Source: an optimization exercise on an open RTL-to-GDS flow (aim: small area, a short achievable clock period and few clock cycles per item). Production flows keep margins and buffers that such runs may drop.
Function was checked by simulation only, so behaviour that the tests miss may differ from the original.
Power is estimated from default activity; no workload was simulated.

<file path="standard.sh">
#!/bin/bash
# synth_recipe.tcl (not shown) runs the flow's synth.tcl, then flattens the netlist and writes it again
# the make line also repeats each setting of config.mk as NAME=value (left out here)
make -C /OpenROAD-flow-scripts/flow DESIGN_CONFIG=/design/flow/config.mk WORK_HOME=/design/flow/orfs CLKGATE_MAP_FILE= SYNTH_SCRIPT=/design/flow/synth_recipe.tcl "${@:-finish}"
</file>
<file path="design.v">
`timescale 1ns/1ps
module cache_top #(
  parameter int INDEX_WIDTH = 4
) (
  input  logic         clk,
  input  logic         reset_n,
  input  logic [31:0]  address,
  input  logic [31:0]  din,
  input  logic         rden,
  input  logic         wren,
  input  logic [63:0]  mq,
  output logic         hit_miss,
  output logic [31:0]  q,
  output logic         mrden,
  output logic [31:0]  mrdaddress,
  output logic         mwren,
  output logic [31:0]  mwraddress,
  output logic [63:0]  mdout
);
  localparam int TW = 32 - INDEX_WIDTH - 3;
  localparam int NS = 1 << INDEX_WIDTH;
  localparam int NE = NS * 4;
  logic                    req;
  logic [INDEX_WIDTH-1:0]  index;
  logic [TW-1:0]           atag;
  logic                    a2;
  logic [NS-1:0]           sdec;
  assign req   = rden | wren;
  assign index = address[3 +: INDEX_WIDTH];
  assign atag  = address[31 -: TW];
  assign a2    = address[2];
  always_comb begin
    for (int s = 0; s < NS; s++) sdec[s] = (index == INDEX_WIDTH'(s));
  end
  logic [NE-1:0][31:0]  lo;
  logic [NE-1:0][31:0]  hi;
  logic [NE-1:0][TW-1:0] tags;
  logic [NE-1:0]        valid;
  logic [NE-1:0]        dirty;
  logic [NS-1:0][5:0]   order;
  logic [3:0][31:0]  rlo;
  logic [3:0][31:0]  rhi;
  logic [3:0][TW-1:0] rtag;
  logic [3:0]        rvalid;
  logic [3:0]        rdirty;
  logic [5:0]        rorder;
  always_comb begin
    rlo    = '0;
    rhi    = '0;
    rtag   = '0;
    rvalid = '0;
    rdirty = '0;
    rorder = '0;
    for (int s = 0; s < NS; s++) begin
      for (int w = 0; w < 4; w++) begin
        rlo[w]    = rlo[w]    | ({32{sdec[s]}} & lo[s*4+w]);
        rhi[w]    = rhi[w]    | ({32{sdec[s]}} & hi[s*4+w]);
        rtag[w]   = rtag[w]   | ({TW{sdec[s]}} & tags[s*4+w]);
        rvalid[w] = rvalid[w] | (sdec[s] & valid[s*4+w]);
        rdirty[w] = rdirty[w] | (sdec[s] & dirty[s*4+w]);
      end
      rorder = rorder | ({6{sdec[s]}} & order[s]);
    end
  end
  logic [3:0]   way_match;
  logic         hit;
  logic [31:0]  hit_word;
  always_comb begin
    for (int w = 0; w < 4; w++) way_match[w] = rvalid[w] && (rtag[w] == atag);
  end
  assign hit = |way_match;
  logic                    pw_v;       
  logic                    pt_v;       
  logic [INDEX_WIDTH-1:0]  pw_idx;
  logic [3:0]              pw_way;     
  logic                    pw_a2;
  logic [31:0]             pw_d;
  logic                    pw_same;    
  logic [NS-1:0]           pdec;
  logic [3:0][31:0]        rword;
  assign pw_same = pw_v && (pw_idx == index) && (pw_a2 == a2);
  always_comb begin
    for (int s = 0; s < NS; s++) pdec[s] = (pw_idx == INDEX_WIDTH'(s));
  end
  always_comb begin
    hit_word = '0;
    for (int w = 0; w < 4; w++) begin
      rword[w] = (pw_same && pw_way[w]) ? pw_d : (a2 ? rhi[w] : rlo[w]);
      hit_word = hit_word | ({32{way_match[w]}} & rword[w]);
    end
  end
  logic [3:0]  lru_oh;
  logic [1:0]  victim_way;
  logic        pt_same;     
  logic [5:0]  eorder;      
  assign pt_same = pt_v && (pw_idx == index);
  always_comb begin
    eorder = rorder;
    if (pt_same) begin
      if (pw_way[0] || pw_way[1]) eorder[0] = pw_way[0];
      if (pw_way[0] || pw_way[2]) eorder[1] = pw_way[0];
      if (pw_way[0] || pw_way[3]) eorder[2] = pw_way[0];
      if (pw_way[1] || pw_way[2]) eorder[3] = pw_way[1];
      if (pw_way[1] || pw_way[3]) eorder[4] = pw_way[1];
      if (pw_way[2] || pw_way[3]) eorder[5] = pw_way[2];
    end
  end
  assign lru_oh[0] = !eorder[0] && !eorder[1] && !eorder[2];
  assign lru_oh[1] =  eorder[0] && !eorder[3] && !eorder[4];
  assign lru_oh[2] =  eorder[1] &&  eorder[3] && !eorder[5];
  assign lru_oh[3] =  eorder[2] &&  eorder[4] &&  eorder[5];
  always_comb begin
    if      (!rvalid[0]) victim_way = 2'd0;
    else if (!rvalid[1]) victim_way = 2'd1;
    else if (!rvalid[2]) victim_way = 2'd2;
    else if (!rvalid[3]) victim_way = 2'd3;
    else                 victim_way = {lru_oh[3] | lru_oh[2], lru_oh[3] | lru_oh[1]};
  end
  logic        wait_c;      
  logic        busy;        
  logic [1:0]  vway;        
  logic [3:0]  vway_oh;
  logic [NS-1:0] fsdec;     
  logic        miss;
  assign miss = !wait_c && !busy && req && !hit;
  always_ff @(posedge clk or negedge reset_n) begin
    if (!reset_n) begin
      wait_c   <= 1'b0;
      busy     <= 1'b0;
      hit_miss <= 1'b0;
      mrden    <= 1'b0;
      mwren    <= 1'b0;
      pw_v     <= 1'b0;
      pt_v     <= 1'b0;
    end else begin
      pt_v     <= !wait_c && !busy && req && hit;
      wait_c   <= miss;
      busy     <= wait_c;
      hit_miss <= busy || (!wait_c && req && hit);
      mrden    <= miss;
      mwren    <= wait_c && rvalid[vway] && rdirty[vway];
      pw_v     <= !wait_c && !busy && wren && hit;
    end
  end
  always_ff @(posedge clk) begin
    vway       <= victim_way;
    mdout      <= {rhi[vway], rlo[vway]};
    mwraddress <= {rtag[vway], index, 3'b000};
    fsdec      <= sdec;
    mrdaddress <= {address[31:3], 3'b000};
    pw_idx <= index;
    pw_way <= way_match;
    pw_a2  <= a2;
    pw_d   <= din;
    q      <= busy ? (a2 ? mq[63:32] : mq[31:0]) : hit_word;
  end
  always_comb begin
    for (int w = 0; w < 4; w++) vway_oh[w] = (vway == 2'(w));
  end
  logic [3:0]   fill_w;     
  logic [3:0]   pwr_w;      
  logic [31:0]  wd_lo;
  logic [31:0]  wd_hi;
  always_comb begin
    for (int w = 0; w < 4; w++) begin
      fill_w[w]  = busy && vway_oh[w];
      pwr_w[w]   = pw_v && pw_way[w];
    end
  end
  assign wd_lo = !busy ? pw_d : (wren && !a2) ? din : mq[31:0];
  assign wd_hi = !busy ? pw_d : (wren &&  a2) ? din : mq[63:32];
  for (genvar s = 0; s < NS; s++) begin : g_set
    for (genvar w = 0; w < 4; w++) begin : g_way
      localparam int E = s * 4 + w;
      always_ff @(posedge clk) begin
        if ((fsdec[s] && fill_w[w]) || (pdec[s] && pwr_w[w] && !pw_a2)) lo[E] <= wd_lo;
        if ((fsdec[s] && fill_w[w]) || (pdec[s] && pwr_w[w] &&  pw_a2)) hi[E] <= wd_hi;
        if (fsdec[s] && fill_w[w]) tags[E] <= atag;
        if ((fsdec[s] && fill_w[w]) || (pdec[s] && pwr_w[w])) dirty[E] <= !busy || wren;
      end
      always_ff @(posedge clk or negedge reset_n) begin
        if (!reset_n)                  valid[E] <= 1'b0;
        else if (fsdec[s] && fill_w[w]) valid[E] <= 1'b1;
      end
    end
    logic [3:0] hu;
    logic [3:0] fu;
    assign hu = (pdec[s] && pt_v) ? pw_way : 4'b0000;
    assign fu = fsdec[s] ? fill_w   : 4'b0000;
    always_ff @(posedge clk) begin
      if (hu[0] || hu[1] || fu[0] || fu[1]) order[s][0] <= hu[0] || fu[0];
      if (hu[0] || hu[2] || fu[0] || fu[2]) order[s][1] <= hu[0] || fu[0];
      if (hu[0] || hu[3] || fu[0] || fu[3]) order[s][2] <= hu[0] || fu[0];
      if (hu[1] || hu[2] || fu[1] || fu[2]) order[s][3] <= hu[1] || fu[1];
      if (hu[1] || hu[3] || fu[1] || fu[3]) order[s][4] <= hu[1] || fu[1];
      if (hu[2] || hu[3] || fu[2] || fu[3]) order[s][5] <= hu[2] || fu[2];
    end
  end
endmodule
</file>
<file path="config.mk">
export PLATFORM = sky130hd
export DESIGN_NAME = cache_top
export DESIGN_NICKNAME = cache_top
export VERILOG_FILES = /design/flow/design.v
export SDC_FILE = /design/flow/constraint.sdc
export NUM_CORES = 4
export LEC_CHECK = 0
export CAP_MARGIN = 20
export CORE_MARGIN = 2
export CORE_UTILIZATION = 55
export CTS_CLUSTER_DIAMETER = 60
export CTS_CLUSTER_SIZE = 20
export PLACE_DENSITY = 0.62
export SLEW_MARGIN = 20
</file>
<file path="flow/run.sh">
#!/bin/bash
set -euo pipefail
bash standard.sh SETUP_SLACK_MARGIN=6.5 TNS_END_PERCENT=10 finish > standard_flow.log 2>&1
</file>
<file path="constraint.sdc">
create_clock -name core_clock -period 10.0 [get_ports {clk}]
set_input_delay 2.0000 -clock core_clock [delete_from_list [all_inputs] [get_ports {clk}]]
set_output_delay 2.0000 -clock core_clock [all_outputs]
set_load 0.01 [all_outputs]
</file>
==> flow_summary_export.csv, run 1 <==
group,metric,value,unit
worst_hold_path,hold_class,"reg -> reg",
placement,io_buffers,286,
placement,dp_hpwl,516500,um
cells_and_area,synthToLayoutAreaGrowth,21.20,%
synthesis,synth_area_leader_cell,"edfxtp_1",
timing,fmax,0.2132,GHz
timing,rsz0062_at_grt,"yes",
global_route,grt-busiest-layer,"met2",
global_route,grtUsageMet2,63.48,%
power_and_ir_drop,ir_drop,0.1927,mV
clock_tree,clkTransAtPathRegs,0.08,ns
die,die_w,654.6,um
critical_path,cp.arrival,5.66,ns
die,io_pins,295,
synthesis,synth_edf_count,5856,
critical_path,crit_required,10.97,ns
placement,place_congestion,0.9903,
synthesis,yosysSeqAreaShare,78.06,%
global_route,grt_pass1_vias,142600,
timing,fin_ws,5.310,ns
clock_tree,cts_buffer_depth,4,
timing,worst_pin_slew,1.333,ns
drt,finalWirelength,1014000,um
synthesis,yosys_warnings,1,
timing,tns,0,ns
clock_tree,htreeDepth,5,
critical_path,reg2reg_depth,9,
critical_path,cp_max_fo,23,
clock_tree,cts_sinks,6131,
global_route,gr-total-overflow,0,
placement,pre_cts_slack,2.019,ns
drt,dr.first_iter.drc_count,31960,
timing,final-max-slew-violation-count,0,
worst_hold_path,min_to,"valid[48]$_DFFE_PN0P_",
synthesis,postSynthAreaPerCell,17.02,um2
cells_and_area,regArea,0.1819,mm2
critical_path,reg2reg_from,"vway[0]$_SDFF_PP0_",
clock_tree,root_buffer,"clkbuf_16",
synthesis,yosysMostFrequentCell,"edfxtp_1",
global_route,track_usage,44.78,%
critical_path,startpoint_type,"input port",
timing,hold_viol_final,0,
global_route,met3_usage,16.27,%
critical_path,r2r_slack,6.11,ns
clock_tree,cts-buffers-inserted,454,
clock_tree,clk_latency,1.09,ns
drt,detail-route-antenna-nets,0,
die,core,0.4208,mm2
die,start_util,55.32,%
timing,relSlewSlack,10.98,%
synthesis,synth_flop_cell,"edfxtp_1",
synthesis,synthDistinctLibCells,95,
synthesis,netlist_area,0.2328,mm2
drt,num_vias,159800,
clock_tree,cts_tree,"yes",
cells_and_area,drive_above_1_share,23.60,%
drt,drt-vias-per-instance,7.572,
timing,clock_skew,0.07610,ns
run_status,status,"timing/DRC/antenna clean",
synthesis,synthTopCellsByCount,"edfxtp_1 (5,856), a22oi_1 (1,448), nand2_1 (532), clkbuf_1 (529), a22o_1 (493)",
synthesis,syn_inst,13670,
synthesis,ys_ff_latch,6131,
drt,drc,0,
timing,period_share,46.90,%
drt,drtPass1Iterations,12,
power_and_ir_drop,pwr_density_cell,213.7,mW/mm2
die,die_area,0.4284,mm2
critical_path,rr_endpoint,"hi[465]$_DFFE_PP_",
power_and_ir_drop,p_leak,93.84,nW
synthesis,yosysTopAreaCellShare,75.55,%
synthesis,synthTopCellsByArea,"edfxtp_1 (76%), a22oi_1 (4.7%), a22o_1 (1.9%), dfxtp_1 (1.8%), a221oi_1 (1.7%)",
critical_path,crit_type,"in -> reg",
worst_hold_path,hp-start,"valid[48]$_DFFE_PN0P_",
flow_run,maxCapViolCount,0,
drt,wl_per_cell,48.07,um
timing,period_needed,4.690,ns
global_route,grt_start_max_net_pins,108,
synthesis,ys_async_sr_fraction,1.142,%
cells_and_area,n_fill_cell,27740,
global_route,antenna_found_initial,108,
cells_and_area,layout.nets,15100,
timing,setup_viol,0,
die,floorplan.die.height,654.6,um
die,row_count,238,
global_route,grt_pass1_wl,1278000,um
worst_hold_path,holdPathStages,1,
global_route,met1_usage,57.62,%
critical_path,worstSetupEndpointType,"flop",
cells_and_area,multi_input_area,0.05279,mm2
## power by group
group | internal, mW | leakage (nW) | switching [mW]
Combinational | 2.44 | 31.1 | 6.69
Sequential | 30.9 | 55.1 | 0.408
Clock | 9.98 | 7.63 | 9.85
## cells in the final DEF (no fill, tap or decap), drive strengths merged, types with 28 or more instances in the layout
cell type      count
a211oi            29
a21oi            318
a221oi           446
a22o             493
a22oi           1448
a31oi             91
and2              30
and3              50
and4              29
buf             1424
bufbuf            57
bufinv            42
clkbuf           604
clkdlybuf4s50    202
clkinv           138
clkinvlp          47
dfrtp             70
dfxtp            205
diode            102
edfxtp          5856
inv              305
mux2              78
mux2i            378
mux4              95
nand2            532
nand2b            82
nand3            443
nand3b           154
nand4            184
nor2             359
nor3              46
nor4              58
o21a              65
o21ai            203
o22ai            109
o31ai             78
o32ai             49
or3b              85
xor2              28
## metrics by stage
| step | hold WS, ns | cells | util [%] | power (mW) | area, um2 |
|---|---|---|---|---|---|
| floorplan | 0.4114 | 13680 | - | 35.03 | 234100 |
| global placement | 0.4287 | 19290 | 58.53 | 39.11 | 246300 |
| detailed placement | 0.4452 | 19300 | 58.55 | 39.37 | 246400 |
| CTS | 0.4624 | 20510 | 64.83 | 59.17 | 272800 |
| global route | 0.4821 | 21020 | 67.00 | 61.08 | 281900 |
| finish | 0.4719 | 21100 | 67.05 | 60.30 | 282100 |
## critical path, stage by stage
cell,delay [ns]
bufbuf_16,0.28
buf_6,0.35
nand2b_4,0.21
buf_4,0.20
a21oi_1,0.24
nor4_4,0.10
and3_1,0.21
or4_4,0.54
nor4_4,0.33
nand4_1,0.19
buf_12,0.22
buf_16,0.19
o2111a_1,0.23
o31ai_2,0.26
## worst max path at each step
stage                    start                 end  slack (ns)  depth (start not counted)
floorplan           address[3]       q[20]$_DFF_P_        5.05                         14
global placement    address[4]       q[31]$_DFF_P_        2.09                         12
detailed placement  address[5]       q[31]$_DFF_P_        2.02                         15
CTS                 address[4]  hit_miss$_DFF_PN0_        5.50                         14
global route        address[3]  hit_miss$_DFF_PN0_        5.39                         15
finish              address[5]  hit_miss$_DFF_PN0_        5.31                         14
## logic make-up (layout without fill, tap and decap cells)
logic type,count (synthesis),in the layout,share of synthesized area [%]
other,1,108,0.001611
buffers and inverters,1149,2822,2.150
multiplexers,551,551,2.925
AND/OR/NAND/NOR,2195,2200,5.029
flip-flops,6131,6131,78.06
XOR/XNOR,38,38,0.1430
AO/OA/AOI/OAI,3609,3609,11.69
## flip-flops by register name, summed over array words and instances, names as in the netlist, 2 cells and up
signal / count
dirty: 64
fsdec: 16
hi: 2048
lo: 2048
mdout: 64
mrdaddress: 26
mwraddress: 25
order: 96
pw_d: 32
pw_idx: 3
pw_way: 4
q: 32
tags: 1600
valid: 64
vway: 2
## layout make-up
class	count	area share [%]
clock buffers	514	4.203
flip-flops and latches	6131	64.47
multi-input cells	6404	18.71
well taps	5640	2.501
clock inverters	327	1.402
repair buffers	1776	8.337
inverters	205	0.2887
diodes	102	0.09048
## layer usage
layer / share of wire (%) / up-vias
met5: 0.086 / -
met4: 8.9 / 48
met3: 17 / 3668
met2: 42 / 16650
met1: 32 / 80440
li1: - / 58950
## timing repair
action | CTS | global route
gates resized for setup | 1214 | 813
gates cloned | 121 | 87
hold buffers | 0 | 0
setup endpoints to repair | 4710 | 5949
pin swaps | 135 | 221
endpoints found under the hold margin | 0 | 0
buffers inserted | 254 | 398
Testbench counts, summed over its fixed seeds: cycles 23,894, requests 12,000.
==> run 2: changes to the inputs <==
==> flow/run.sh (replaced) <==
#!/bin/bash
set -euo pipefail
bash standard.sh SETUP_SLACK_MARGIN=7 TNS_END_PERCENT=2 finish > standard_flow.log 2>&1
==> flow_summary_export.csv, run 2 <==
group,metric,value,unit
critical_path,slowest_delay,0.46,ns
timing,tns,0,ns
placement,place_congestion,0.9903,
synthesis,netlist_area,0.2328,mm2
global_route,grt_pass1_wl,1284000,um
timing,clock_skew,0.07371,ns
drt,drtPass1Iterations,7,
drt,dr.first_iter.drc_count,31940,
die,floorplan.die.height,654.6,um
synthesis,synthDistinctLibCells,95,
critical_path,cp_max_fo,8,
synthesis,yosysMostFrequentCell,"edfxtp_1",
cells_and_area,mostFrequentLayoutCells,"edfxtp_1 (5,856), a22oi_1 (1,431), buf_4 (721), clkbuf_16 (516), a22o_1 (493)",
clock_tree,clk_latency,1.10,ns
timing,setup_viol,0,
die,start_util,55.32,%
critical_path,crit_type,"in -> reg",
drt,num_vias,158100,
clock_tree,cts_hold_buf,0,
global_route,track_usage,45.05,%
critical_path,crit_required,10.98,ns
flow_run,maxCapViolCount,0,
critical_path,cpMaxStageDelayCell,"nor2_2",
timing,hold_viol_final,0,
clock_tree,root_buffer,"clkbuf_16",
die,core,0.4208,mm2
timing,worst_pin_slew,1.161,ns
synthesis,synthTopCellsByArea,"edfxtp_1 (76%), a22oi_1 (4.7%), a22o_1 (1.9%), dfxtp_1 (1.8%), a221oi_1 (1.7%)",
clock_tree,cts_sinks,6131,
global_route,grt_start_max_net_pins,108,
synthesis,synth_flop_cell,"edfxtp_1",
cells_and_area,synthToLayoutAreaGrowth,19.87,%
global_route,gr-total-overflow,0,
die,row_count,238,
placement,io_buffers,286,
drt,finalWirelength,1004000,um
synthesis,yosysTopAreaCellShare,75.55,%
cells_and_area,drive_above_1_share,21.65,%
synthesis,yosysSeqAreaShare,78.06,%
synthesis,postSynthAreaPerCell,17.02,um2
placement,dp_hpwl,516500,um
clock_tree,cts_buffer_depth,4,
cells_and_area,layout.nets,14930,
synthesis,synth_area_leader_cell,"edfxtp_1",
power_and_ir_drop,pwr_density_cell,215.9,mW/mm2
die,die_w,654.6,um
worst_hold_path,hold_class,"reg -> reg",
synthesis,syn_inst,13670,
timing,relSlewSlack,22.57,%
critical_path,cp.arrival,5.63,ns
die,die_area,0.4284,mm2
timing,period_share,46.45,%
timing,period_needed,4.645,ns
global_route,grt_pass1_vias,143100,
timing,hold_ws,0.4587,ns
cells_and_area,layout_commonest_cell,"edfxtp_1",
run_status,status,"timing/DRC/antenna clean",
power_and_ir_drop,ir_drop,0.1946,mV
global_route,antenna_found_initial,108,
synthesis,ys_ff_latch,6131,
critical_path,worstSetupEndpointType,"flop",
drt,drc,0,
timing,fmax,0.2153,GHz
clock_tree,cts_tree,"yes",
critical_path,startpoint_type,"input port",
synthesis,synthTopCellsByCount,"edfxtp_1 (5,856), a22oi_1 (1,448), nand2_1 (532), clkbuf_1 (529), a22o_1 (493)",
timing,rsz0062_at_grt,"yes",
power_and_ir_drop,p_leak,92.37,nW
drt,wl_per_cell,48.01,um
cells_and_area,reg.largest.list,"hi x2048, lo x2048, tags x1600",
clock_tree,clkTransAtPathRegs,0.08,ns
critical_path,path_cells,"buf_16 > buf_12 > buf_16 > buf_4 > nor2_2 > buf_4 > a22oi_1 > nor2_1 > a2111oi_2 > buf_4 > or3_4 > nor4_4 > nand4_1 > buf_12 > buf_12 > buf_16 > o32a_1 > a31oi_1",
drt,drt-vias-per-instance,7.558,
clock_tree,cts-buffers-inserted,454,
synthesis,yosys_warnings,1,
die,io_pins,295,
synthesis,synth_edf_count,5856,
timing,final-max-slew-violation-count,0,
drt,detail-route-antenna-nets,0,
synthesis,ys_async_sr_fraction,1.142,%
clock_tree,htreeDepth,5,
==> run 2: cell counts after synthesis <==
Identical to the previous run, type by type.
==> run 2: final timing paths <==
path / end / cells after the start / slack [ns] / start
max: q[5]$_DFF_P_ / 18 / 5.35 / address[5]
min: valid[63]$_DFFE_PN0P_ / 2 / 0.46 / valid[63]$_DFFE_PN0P_
max reg2reg: hi[1559]$_DFFE_PP_ / 9 / 5.95 / busy$_DFF_PN0_
min reg2reg: valid[63]$_DFFE_PN0P_ / 2 / 0.46 / valid[63]$_DFFE_PN0P_
max in group asynchronous: busy$_DFF_PN0_ / 1 / 8.36 / reset_n
min in group asynchronous: valid[63]$_DFFE_PN0P_ / 1 / 0.97 / reset_n
==> run 2: layer usage <==
metal / global-route usage [%] / routed length [um] / part of all wire [%] / vias up
met5: 0.3396 / 535 / 0.053 / -
met4: 31.80 / 88760 / 8.8 / 54
met3: 16.74 / 171000 / 17 / 3565
met2: 63.72 / 419900 / 42 / 16050
met1: 57.54 / 324000 / 32 / 79830
li1: - / - / - / 58580
==> run 2: report_power, final <==
part	switching [mW]	total, mW	internal, mW
sequential	0.405	31.3	30.9
clock	9.85	19.8	9.98
combinational	6.68	9.09	2.41
==> run 2: timing repair <==
| action | in CTS | in global routing |
|---|---|---|
| gates resized for setup | 1130 | 464 |
| pin swaps | 149 | 131 |
| setup buffers | 275 | 225 |
| setup endpoints to repair | 8557 | 8908 |
| gates cloned | 132 | 51 |
==> run 2: cell families (layout without fill, tap and decap cells) <==
kind of cell              after synthesis  after routing  synth area share [%]
and+or+nand+nor                      2195           2201                 5.029
other                                   1            101              0.001611
xor gates and xnor gates               38             38                0.1430
AOI/OAI and AO/OA                    3609           3609                 11.69
buffers and inverters                1149           2644                 2.150
DFF                                  6131           6131                 78.06
muxes                                 551            551                 2.925
==> run 2: area by class of cell <==
class | count | area (um2)
sequential | 6131 | 181800
fill | 28000 | 141700
multi-input combinational | 6405 | 52260
timing repair buffer | 1598 | 21080
clock buffer | 514 | 11860
tap | 5640 | 7057
clock inverter | 327 | 3956
inverter | 205 | 798.3
antenna | 95 | 237.7
==> run 2: critical path, delay by kind of cell <==
family | cells | cell delay (ns)
AO/OA/AOI/OAI | 4 | 0.50
buffers and inverters | 9 | 1.63
AND/OR/NAND/NOR | 5 | 1.43
==> run 2: metrics by stage <==
step	total power, mW	utilization (%)	setup slack, ns	std cells	instance area (um2)
finish	60.24	66.31	5.355	20920	279000
global route	61.04	66.27	5.389	20840	278900
CTS	59.30	64.98	5.501	20540	273400
detailed placement	39.37	58.55	2.019	19300	246400
global placement	39.11	58.53	2.091	19290	246300
floorplan	35.03	-	5.053	13680	234100
==> run 3: changes to the inputs <==
--- a/config.mk
+++ b/config.mk
@@ -9,6 +9,6 @@
 export CORE_MARGIN = 2
 export CORE_UTILIZATION = 55
-export CTS_CLUSTER_DIAMETER = 60
-export CTS_CLUSTER_SIZE = 20
+export CTS_CLUSTER_DIAMETER = 70
+export CTS_CLUSTER_SIZE = 25
 export PLACE_DENSITY = 0.62
 export SLEW_MARGIN = 20
==> flow_summary_export.csv, run 3 <==
group,metric,value,unit
critical_path,slowest_delay,0.46,ns
timing,final-max-slew-violation-count,0,
clock_tree,cts_sinks,6131,
timing,relSlewSlack,22.96,%
critical_path,cp.arrival,5.64,ns
cells_and_area,drive_above_1_share,20.14,%
power_and_ir_drop,p_comb_share,16.1,%
synthesis,syn_inst,13670,
clock_tree,cts_buffer_depth,4,
power_and_ir_drop,pwr-share-seq,55.3,%
clock_tree,cts-buffers-inserted,338,
run_status,status,"timing/DRC/antenna clean",
clock_tree,clkTransAtPathRegs,0.10,ns
synthesis,synthTopCellsByCount,"edfxtp_1 (5,856), a22oi_1 (1,448), nand2_1 (532), clkbuf_1 (529), a22o_1 (493)",
clock_tree,clk_latency,1.08,ns
synthesis,yosys_warnings,1,
synthesis,yosysSeqAreaShare,78.06,%
flow_run,maxCapViolCount,0,
timing,clock_skew,0.09276,ns
drt,detail-route-antenna-nets,0,
timing,fmax,0.2156,GHz
drt,finalWirelength,1002000,um
power_and_ir_drop,pwr_density_cell,205.8,mW/mm2
die,die_area,0.4284,mm2
worst_hold_path,hold_class,"reg -> reg",
critical_path,crit_type,"in -> reg",
placement,place_congestion,0.9903,
critical_path,r2r_slack,5.92,ns
power_and_ir_drop,p_switching,16.09,mW
synthesis,synth_edf_count,5856,
cells_and_area,layout_commonest_cell,"edfxtp_1",
clock_tree,htreeDepth,5,
worst_hold_path,hp-start,"valid[63]$_DFFE_PN0P_",
die,row_count,238,
power_and_ir_drop,p_int,40.54,mW
synthesis,ys_ff_latch,6131,
critical_path,worstSetupEndpointType,"flop",
critical_path,cpMaxStageDelayCell,"nor4_4",
drt,num_vias,156900,
synthesis,postSynthAreaPerCell,17.02,um2
synthesis,yosysTopAreaCellShare,75.55,%
placement,dp_hpwl,516500,um
die,io_pins,295,
critical_path,cp_max_fo,24,
critical_path,reg2reg_depth,9,
global_route,grt_pass1_vias,142500,
cells_and_area,mostFrequentLayoutCells,"edfxtp_1 (5,856), a22oi_1 (1,439), buf_4 (721), a22o_1 (492), nand2_1 (452)",
timing,tns,0,ns
global_route,track_usage,45.87,%
synthesis,synthDistinctLibCells,95,
synthesis,netlist_area,0.2328,mm2
timing,period_needed,4.639,ns
cells_and_area,layout.nets,14810,
clock_tree,cts_tree,"yes",
clock_tree,root_buffer,"clkbuf_16",
worst_hold_path,holdPathStages,2,
cells_and_area,n_fill_cell,28340,
power_and_ir_drop,p_leak,90.34,nW
power_and_ir_drop,swShare,28.41,%
timing,period_share,46.39,%
critical_path,path_cells,"buf_16 > buf_12 > buf_16 > nor2b_2 > buf_4 > a22oi_2 > o221a_2 > nand4_1 > xor2_2 > nor4_4 > nand4_4 > buf_12 > buf_12 > buf_16 > o32a_1 > a31oi_1",
critical_path,crit_required,11.00,ns
cells_and_area,finalInstanceArea,0.2751,mm2
cells_and_area,synthToLayoutAreaGrowth,18.19,%
placement,io_buffers,286,
synthesis,synth_area_leader_cell,"edfxtp_1",
drt,drtPass1Iterations,9,
drt,drc,0,
die,floorplan.die.height,654.6,um
critical_path,reg2reg_from,"busy$_DFF_PN0_",
critical_path,startpoint_type,"input port",
critical_path,rr_endpoint,"hi[1546]$_DFFE_PP_",
synthesis,synth_flop_cell,"edfxtp_1",
synthesis,synthTopCellsByArea,"edfxtp_1 (76%), a22oi_1 (4.7%), a22o_1 (1.9%), dfxtp_1 (1.8%), a221oi_1 (1.7%)",
global_route,antenna_found_initial,107,
cells_and_area,reg.largest.list,"hi x2048, lo x2048, tags x1600",
global_route,grt_start_max_net_pins,108,
power_and_ir_drop,clkPwrFrac,28.6,%
global_route,grt_pass1_wl,1302000,um
global_route,gr-total-overflow,0,
power_and_ir_drop,ir_drop,0.2208,mV
die,core,0.4208,mm2
timing,rsz0062_at_grt,"yes",
drt,drt-vias-per-instance,7.592,
timing,hold_viol_final,0,
placement,post_dp_cell_area,0.2464,mm2
synthesis,yosysMostFrequentCell,"edfxtp_1",
synthesis,ys_async_sr_fraction,1.142,%
worst_hold_path,min_to,"valid[63]$_DFFE_PN0P_",
die,start_util,55.32,%
drt,dr.first_iter.drc_count,31500,
timing,worst_pin_slew,1.156,ns
clock_tree,cts_hold_buf,0,
die,die_w,654.6,um
drt,wl_per_cell,48.47,um
timing,setup_viol,0,
run 3: power by group through the flow:
| stage | registers (mW) | logic, mW | clock network, mW |
|---|---|---|---|
| CTS | 31.3 | 8.45 | 16.1 |
| floorplan | 31.8 | 3.21 | 0 |
| global route | 31.3 | 9.10 | 17.0 |
| finish | 31.3 | 9.12 | 16.2 |
| detailed placement | 31.9 | 7.48 | 0 |
| global placement | 31.9 | 7.25 | 0 |
run 3: metal layers:
layer / vias to the layer above / GRT usage, % / routed length (um)
met4: 66 / 34.15 / 95260
li1: 58150 / - / -
met5: - / 0 / 523
met2: 15340 / 64.03 / 415000
met3: 3697 / 17.68 / 165700
met1: 79650 / 58.22 / 325300
run 3: final cells by class:
class	instances	area (um2)	share of cell area, %
diodes	89	222.7	0.08095
multi-input cells	6405	52540	19.10
flip-flops and latches	6131	181800	66.07
clock inverters	171	2305	0.8377
inverters	205	795.8	0.2892
clock buffers	430	9052	3.290
repair buffers	1596	21370	7.769
well taps	5640	7057	2.565
run 3: worst max-delay path by stage:
stage	startpoint	endpoint	cells after the start
6_report	address[3]	q[31]$_DFF_P_	16
5_1_grt	address[6]	hit_miss$_DFF_PN0_	17
4_1_cts	address[5]	hit_miss$_DFF_PN0_	15
3_5_place_dp	address[5]	q[31]$_DFF_P_	15
3_3_place_gp	address[4]	q[31]$_DFF_P_	12
2_1_floorplan	address[3]	q[20]$_DFF_P_	14
run 3: what timing repair did:
item	CTS	global route
pin swaps	186	112
gates resized for setup	1399	244
endpoints found under the hold margin	0	0
endpoints found under the setup margin	8662	8902
setup buffers	408	89
gates cloned	174	10
run 3: kinds of logic after synthesis:
logic type / share of synthesized area [%]
simple gates: 5.029
buf+inv: 2.150
compound gates: 11.69
flops: 78.06
xor+xnor: 0.1430
mux: 2.925
other cells: 0.001611
run 3: metrics by stage:
| stage | cells | util, % | worst slack (ns) | power, mW | hold slack, ns |
|---|---|---|---|---|---|
| global route | 20610 | 65.35 | 5.402 | 57.40 | 0.4842 |
| finish | 20670 | 65.38 | 5.361 | 56.63 | 0.4718 |
| CTS | 20480 | 64.84 | 5.505 | 55.86 | 0.4656 |
| global placement | 19290 | 58.53 | 2.091 | 39.11 | 0.4287 |
| detailed placement | 19300 | 58.55 | 2.019 | 39.37 | 0.4452 |
| floorplan | 13680 | - | 5.053 | 35.03 | 0.4114 |
run 3: worst max-delay path: cells and delay by family:
family | cells | cell delay (ns)
AO/OA/AOI/OAI | 4 | 0.96
XOR/XNOR | 1 | 0.12
buffers and inverters | 7 | 1.33
AND/OR/NAND/NOR | 4 | 1.14
==> run 4: changes to the inputs <==
==> flow/run.sh (replaced) <==
#!/bin/bash
set -euo pipefail
bash standard.sh SETUP_SLACK_MARGIN=6.3 TNS_END_PERCENT=3 finish > standard_flow.log 2>&1
==> flow_summary_export.csv, run 4 <==
group,metric,value,unit
run_status,status,"timing/DRC/antenna clean",
cells_and_area,n_fill_cell,28630,
clock_tree,cts-buffers-inserted,338,
cells_and_area,final_util,64.97,%
global_route,grt_pass1_wl,1290000,um
placement,pre_cts_slack,2.019,ns
critical_path,rr_endpoint,"hi[1898]$_DFFE_PP_",
timing,relSlewSlack,14.30,%
critical_path,r2r_slack,5.63,ns
cells_and_area,layout.nets,14740,
die,core,0.4208,mm2
critical_path,cp.arrival,5.66,ns
drt,drt-vias-per-instance,7.563,
critical_path,startpoint_type,"input port",
synthesis,synthDistinctLibCells,95,
die,io_pins,295,
clock_tree,cts_sinks,6131,
timing,hold_ws,0.4652,ns
critical_path,crit_required,10.97,ns
placement,dp_hpwl,516500,um
global_route,gr-total-overflow,0,
critical_path,cp_max_fo,10,
synthesis,synth_flop_cell,"edfxtp_1",
clock_tree,root_buffer,"clkbuf_16",
drt,dr.first_iter.drc_count,30480,
drt,num_vias,155900,
placement,io_buffers,286,
flow_run,maxCapViolCount,0,
synthesis,yosysSeqAreaShare,78.06,%
power_and_ir_drop,ir_drop,0.2431,mV
cells_and_area,reg.largest.list,"hi x2048, lo x2048, tags x1600",
timing,hold_viol_final,0,
timing,clock_skew,0.08000,ns
synthesis,yosysMostFrequentCell,"edfxtp_1",
synthesis,syn_inst,13670,
cells_and_area,layout_commonest_cell,"edfxtp_1",
clock_tree,cts_hold_buf,0,
worst_hold_path,hp-start,"valid[63]$_DFFE_PN0P_",
worst_hold_path,min_to,"valid[63]$_DFFE_PN0P_",
drt,wl_per_cell,48.02,um
cells_and_area,synthToLayoutAreaGrowth,17.45,%
synthesis,ys_ff_latch,6131,
critical_path,crit_type,"in -> reg",
synthesis,synth_area_leader_cell,"edfxtp_1",
cells_and_area,regArea,0.1817,mm2
drt,finalWirelength,990000,um
timing,tns,0,ns
drt,drc,0,
worst_hold_path,hold_class,"reg -> reg",
power_and_ir_drop,p_leak,89.63,nW
global_route,track_usage,45.36,%
critical_path,reg2reg_depth,8,
timing,fin_ws,5.307,ns
worst_hold_path,holdPathStages,2,
clock_tree,cts_tree,"yes",
synthesis,postSynthAreaPerCell,17.02,um2
clock_tree,htreeDepth,5,
global_route,grt_start_max_net_pins,108,
critical_path,reg2reg_from,"busy$_DFF_PN0_",
synthesis,synth_edf_count,5856,
cells_and_area,mostFrequentLayoutCells,"edfxtp_1 (5,856), a22oi_1 (1,442), buf_4 (698), a22o_1 (492), nand2_1 (468)",
drt,drtPass1Iterations,10,
timing,period_needed,4.693,ns
timing,period_share,46.93,%
die,die_area,0.4284,mm2
clock_tree,clkTransAtPathRegs,0.09,ns
synthesis,yosysTopAreaCellShare,75.55,%
die,start_util,55.32,%
synthesis,yosys_warnings,1,
die,row_count,238,
synthesis,ys_async_sr_fraction,1.142,%
power_and_ir_drop,pwr_density_cell,206.0,mW/mm2
synthesis,synthTopCellsByArea,"edfxtp_1 (76%), a22oi_1 (4.7%), a22o_1 (1.9%), dfxtp_1 (1.8%), a221oi_1 (1.7%)",
timing,rsz0062_at_grt,"yes",
timing,fmax,0.2131,GHz
clock_tree,cts_buffer_depth,4,
die,floorplan.die.height,654.6,um
clock_tree,clk_latency,1.07,ns
global_route,antenna_found_initial,113,
die,die_w,654.6,um
synthesis,netlist_area,0.2328,mm2
timing,worst_pin_slew,1.284,ns
cells_and_area,multi_input_area,0.05197,mm2
cells_and_area,drive_above_1_share,19.14,%
critical_path,worstSetupEndpointType,"flop",
synthesis,synthTopCellsByCount,"edfxtp_1 (5,856), a22oi_1 (1,448), nand2_1 (532), clkbuf_1 (529), a22o_1 (493)",
global_route,grt_pass1_vias,141900,
drt,detail-route-antenna-nets,0,
placement,place_congestion,0.9903,
timing,setup_viol,0,
timing,final-max-slew-violation-count,0,
run 4: cell counts after synthesis:
Identical to the previous run, type by type.
run 4: critical path, stage by stage:
cell and delay [ns]:
buf_16 0.16, buf_12 0.15, and2_4 0.23, bufbuf_16 0.34, a22o_1 0.25, a222oi_1 0.46
a21oi_1 0.19, nor4_2 0.26, nor4bb_4 0.47, nand4_1 0.21, buf_12 0.23, clkinvlp_4 0.18
buf_12 0.19, a21oi_1 0.08, a31oi_1 0.17
run 4: logic make-up after synthesis:
family / Yosys count / share of synthesized area [%]
multiplexers: 551 / 2.925
flip-flops: 6131 / 78.06
buffers and inverters: 1149 / 2.150
AO/OA/AOI/OAI: 3609 / 11.69
other: 1 / 0.001611
XOR/XNOR: 38 / 0.1430
AND/OR/NAND/NOR: 2195 / 5.029
run 4: metrics by stage:
step           power (mW)  instances  cell area, um2
3_3_place_gp        39.11      19290          246300
4_1_cts             55.63      20410          271300
3_5_place_dp        39.37      19300          246400
6_report            56.32      20620          273400
2_1_floorplan       35.03      13680          234100
5_1_grt             57.13      20530          273200
run 4: how the worst max path moves through the flow:
stage	start	endpoint	depth (start not counted)
6_report	address[4]	q[14]$_DFF_P_	15
4_1_cts	address[5]	hit_miss$_DFF_PN0_	15
5_1_grt	address[4]	q[14]$_DFF_P_	15
2_1_floorplan	address[3]	q[20]$_DFF_P_	14
3_3_place_gp	address[4]	q[31]$_DFF_P_	12
3_5_place_dp	address[5]	q[31]$_DFF_P_	15
run 4: area by class of cell:
type,count,share of cell area [%]
Tap cell,5640,2.581
Multi-Input combinational cell,6404,19.01
Clock inverter,171,0.8430
Inverter,205,0.2892
Clock buffer,430,3.311
Antenna cell,110,0.1007
Sequential cell,6131,66.47
Timing Repair Buffer,1524,7.391
run 4: report_power, final:
part / total, mW / internal, mW / switching (mW)
logic: 8.78 / 2.27 / 6.51
registers: 31.3 / 30.9 / 0.441
clock network: 16.2 / 7.22 / 8.98
total: 56.3 / 40.4 / 15.9
run 4: timing repair:
action / 4_1_cts / 5_1_grt
hold endpoints to repair: 0 / 0
endpoints found under the setup margin: 3510 / 4881
setup buffers: 360 / 82
pin swaps: 155 / 88
cloned: 155 / 11
resized for setup: 1169 / 190
run 4: routing by layer:
| layer | routed length [um] | share of wire, % | up-vias | global-route usage (%) |
|---|---|---|---|---|
| li1 | - | - | 58010 | - |
| met1 | 325200 | 33 | 79230 | 58.10 |
| met2 | 413000 | 42 | 15080 | 63.74 |
| met3 | 161300 | 16 | 3531 | 16.99 |
| met4 | 90110 | 9.1 | 64 | 32.40 |
| met5 | 454 | 0.046 | - | 0 |

==> port drivers added, routing unchanged <==
The results above use ideal ports. As a check the final layouts listed here were re-extracted and re-timed, cells and wires unchanged. Step 1, drivers: a clkbuf_16 drives clk and a buf_2 each remaining input, both assumed. Step 2 moves the port delays by t, midway between the first and last clock arrival at a register: inputs arrive t later, outputs are due t later. That takes back most of the time a late clock gives input paths. Three values: ideal ports, drivers, drivers and shift; two values: the first two.
| run | t, ns | setup slack, ns | slew at the worst register clock pin (ns) | worst data-port slew with drivers (ns) |
|---|---|---|---|---|
| run 1 | 1.181 | 5.310 / 5.011 / 3.829 | 0.09 / 0.09 | 0.54 |
| run 2 | 1.192 | 5.355 / 5.078 / 3.886 | 0.09 / 0.09 | 0.55 |
| run 3 | 1.155 | 5.361 / 5.011 / 3.856 | 0.11 / 0.11 | 0.62 |
| run 4 | 1.146 | 5.307 / 4.953 / 3.807 | 0.11 / 0.11 | 0.63 |
After both steps setup and hold are still met in every run listed. The setup slack of run 3, which loses most, moves by -0.350 ns with the drivers and by -1.505 ns with both steps.
